This is an optimization exercise on Yosys and OpenROAD, whose aim is small area, a short achievable clock period and few clock cycles per item, not a production implementation.
Where RTL was checked, it was by simulation tests only, not by an equivalence proof against the original.

Design ycbcr420_to_rgb_flip_core, start of the top module:
module ycbcr420_to_rgb_flip_core
#(
	parameter int MAX_WIDTH  = 2048,
	parameter int MAX_HEIGHT = 2048
) (
	input  logic        clk,
	input  logic        arst_n,
	input  logic        wr_en,
	input  logic [1:0]  wr_index,
	input  logic [12:0] wr_data,
	input  logic        s_tvalid,
	output logic        s_tready,
	input  logic [47:0] s_tdata,
	output logic        m_tvalid,
	input  logic        m_tready,
	output logic [71:0] m_tdata,
	output logic        m_tlast,
	output logic        m_tuser
);
	function automatic logic [7:0] sat8(input logic signed [10:0] v);
		if (v[10]) begin
			sat8 = 8'd0;
		end else if (v[9] | v[8]) begin
			sat8 = 8'd255;
		end else begin
			sat8 = v[7:0];
		end
	endfunction
	logic        ph;        
	logic        v1;
	logic        v2;
	logic        ld2;
	logic        r2_free;
	logic        ov;
	logic        olast;     
	logic        addr_ok;
	logic        adv;       
	logic        r1_free;
	logic        ld1;
	logic        ld1_in;    
	logic        ld_lo;
	logic        acc;
	logic        skid_v;    
	logic [7:0]  sk_a;
	logic [7:0]  sk_b;
	assign adv      = v2 && (!ov || m_tready) && addr_ok;
	assign r2_free  = !v2 || adv;
	assign ld2      = v1 && r2_free;
  ...
Size in the first run: about 260 flip-flops, roughly 140 I/O pins, roughly 20,000 µm² of cells after synthesis.
clock: 11.0 ns
lec_check: 0
cap_margin: 20
core_margin: 2
core_utilization: 40
cts_buf_list: sky130_fd_sc_hd__clkbuf_8
cts_cluster_diameter: 100
cts_cluster_size: 12
slew_margin: 20
standard.sh (not shown) runs the stock make flow with config.mk's settings and CLKGATE_MAP_FILE= SYNTH_SCRIPT=/design/flow/synth_recipe.tcl, a recipe that flattens the netlist after the stock synthesis.
==> flow/flow/run.sh <==
#!/bin/bash
# The standard layout, with repair_timing aiming below the clock period
# (setup margin) so the critical paths are sized and buffered, and the port
# buffers made from the smallest buffer cell (repair sizes them up as needed).
set -euo pipefail
bash standard.sh SETUP_SLACK_MARGIN=7.15 "BUFFER_PORTS_ARGS=-buffer_cell sky130_fd_sc_hd__buf_1" finish > make.log 2>&1
The starting point finished clean.
Testbench counts at the start, summed over its fixed seeds: cycles 19,304, items 9,600.
Rerun with:
--- a/flow/flow/run.sh
+++ b/flow/flow/run.sh
@@ -6 +6 @@
-bash standard.sh SETUP_SLACK_MARGIN=7.15 "BUFFER_PORTS_ARGS=-buffer_cell sky130_fd_sc_hd__buf_1" finish > make.log 2>&1
+bash standard.sh SETUP_SLACK_MARGIN=7.0 "BUFFER_PORTS_ARGS=-buffer_cell sky130_fd_sc_hd__buf_1" finish > make.log 2>&1
CTS_CLUSTER_DIAMETER = unset   (was 100)
CTS_CLUSTER_SIZE = unset   (was 12)
Outcome: Global-route usage climbs by 0.20 points. Fmax stays flat. Routed wire length drops by 1.2%. Worst hold slack gets worse by 5.3 ps. Utilization stays flat. Area after synthesis does not change.
Rerun with:
CTS_CLUSTER_DIAMETER = 60   (was unset)
CTS_CLUSTER_SIZE = 18   (was unset)
Result:
- wire length came out lower slightly
- maximum frequency is about the same
Rerun with:
CORE_UTILIZATION = 55   (was 40)
CTS_CLUSTER_DIAMETER = 100   (was 60)
CTS_CLUSTER_SIZE = 12   (was 18)
Effect: Setup slack degrades by 85 ps; synthesized cell count is unchanged; utilization grows by 16 points; via count barely changes; fmax came out lower by a few percent; sequential cell count stays the same.

== P ==
ycbcr420_to_rgb_flip_core, a different RTL version from the one above (not shown whole).
For scale: about 2000 cells after synthesis, about 240 flip-flops, roughly 140 I/O pins, ~20000 µm² of cells after synthesis.
clock: 11.0 ns
lec_check: 0
abc_clock_period_in_ps: 4500
cap_margin: 20
core_margin: 2
core_utilization: 40
slew_margin: 20
run.sh (not shown) runs the stock make flow with config.mk's settings and CLKGATE_MAP_FILE= SYNTH_SCRIPT=/design/flow/synth_recipe.tcl, a recipe that flattens the netlist after the stock synthesis.
Stock flow here: none of the scripts above is used.
P ran to completion and came out clean on the timing, design-rule and antenna checks.
Input changes introduced in Q (baseline for comparison: P):
Settings: clearing ABC_CLOCK_PERIOD_IN_PS, which used to be 4500.
==> flow/flow/run.sh (new file) <==
#!/bin/bash
# The standard layout, with repair_timing aiming below the clock period
# (setup margin) so the critical paths are sized and buffered.
set -euo pipefail
bash standard.sh SETUP_SLACK_MARGIN=6.8 finish > make.log 2>&1
==> flow/standard.sh (new file) <==
#!/bin/bash
# synth_recipe.tcl (not shown) runs the flow's synth.tcl, then flattens the netlist and writes it again
# the make line also repeats each setting of config.mk as NAME=value (left out here)
make -C /OpenROAD-flow-scripts/flow DESIGN_CONFIG=/design/flow/config.mk WORK_HOME=/design/flow/orfs CLKGATE_MAP_FILE= SYNTH_SCRIPT=/design/flow/synth_recipe.tcl "${@:-finish}"
removed: flow/run.sh
--- outcome ---
The met1 routed wirelength after detailed routing of Q exceeds that of P by 5.5%. Compared with P, Q shows count of buffers not belonging to the clock network in the layout that has gone up by more than a quarter. Sequential share of layout area: higher on P. Via count ended up 2.0% higher on Q than on P. Compared Q vs P, and wire length reported by the detailed router is up in Q. Of the two values seen for cell with the largest stage delay on the worst path, sky130_fd_sc_hd__clkdlybuf4s50_1 was produced by P and sky130_fd_sc_hd__and2_4 by Q.
The following lists how R was set up differently from Q:
==> flow/run.sh (new file) <==
#!/bin/bash
# synth_recipe.tcl (not shown) runs the flow's synth.tcl, then flattens the netlist and writes it again
# the make line also repeats each setting of config.mk as NAME=value (left out here)
make -C /OpenROAD-flow-scripts/flow DESIGN_CONFIG=/design/flow/config.mk WORK_HOME=/design/flow/orfs CLKGATE_MAP_FILE= SYNTH_SCRIPT=/design/flow/synth_recipe.tcl finish
removed: flow/flow/run.sh
removed: flow/standard.sh
Findings:
- R against Q: worst setup slack down 1.21 ns; routed wire length dropped about 2%; count of clock-buffer cells in the layout shows a reduction of about 24%.
No functional check of the RTL was part of any run of this note.

[afterwards: timing with drivers on the ports]
Ports are ideal in the flow. The routed layouts listed here were re-timed in OpenROAD.
Step 1: set_driving_cell puts a clkbuf_16 on clk and a buf_2 on each other input, an assumption about the parent block.
Step 2, shift: input delay + t, output delay - t, t = (earliest + latest rising clock arrival at the registers) / 2. This alone moves slack from input paths to output paths.
a / b / c = ideal ports / drivers / drivers and shift; a / b = the first two.
| run | shift t [ns] | setup slack, ns | pins driven straight from the clock port |
|---|---|---|---|
| the first run of note 1 | 0.663 | 7.001 / 7.001 / 6.646 | 1 |
| the second run of note 1 | 0.670 | 6.994 / 6.994 / 6.556 | 1 |
| the third run of note 1 | 0.645 | 6.986 / 6.986 / 6.521 | 1 |
| the fourth run of note 1 | 0.661 | 6.902 / 6.902 / 6.537 | 1 |
| P | 0.622 | 4.614 / 4.582 / 4.582 | 1 |
| Q | 0.627 | 5.827 / 5.792 / 5.792 | 1 |
| R | 0.622 | 4.614 / 4.582 / 4.582 | 1 |
After both steps setup and hold are still met in every run listed. The setup slack of the third run of note 1, which loses most, moves by 0.000 ns with the drivers and by -0.465 ns with both steps.
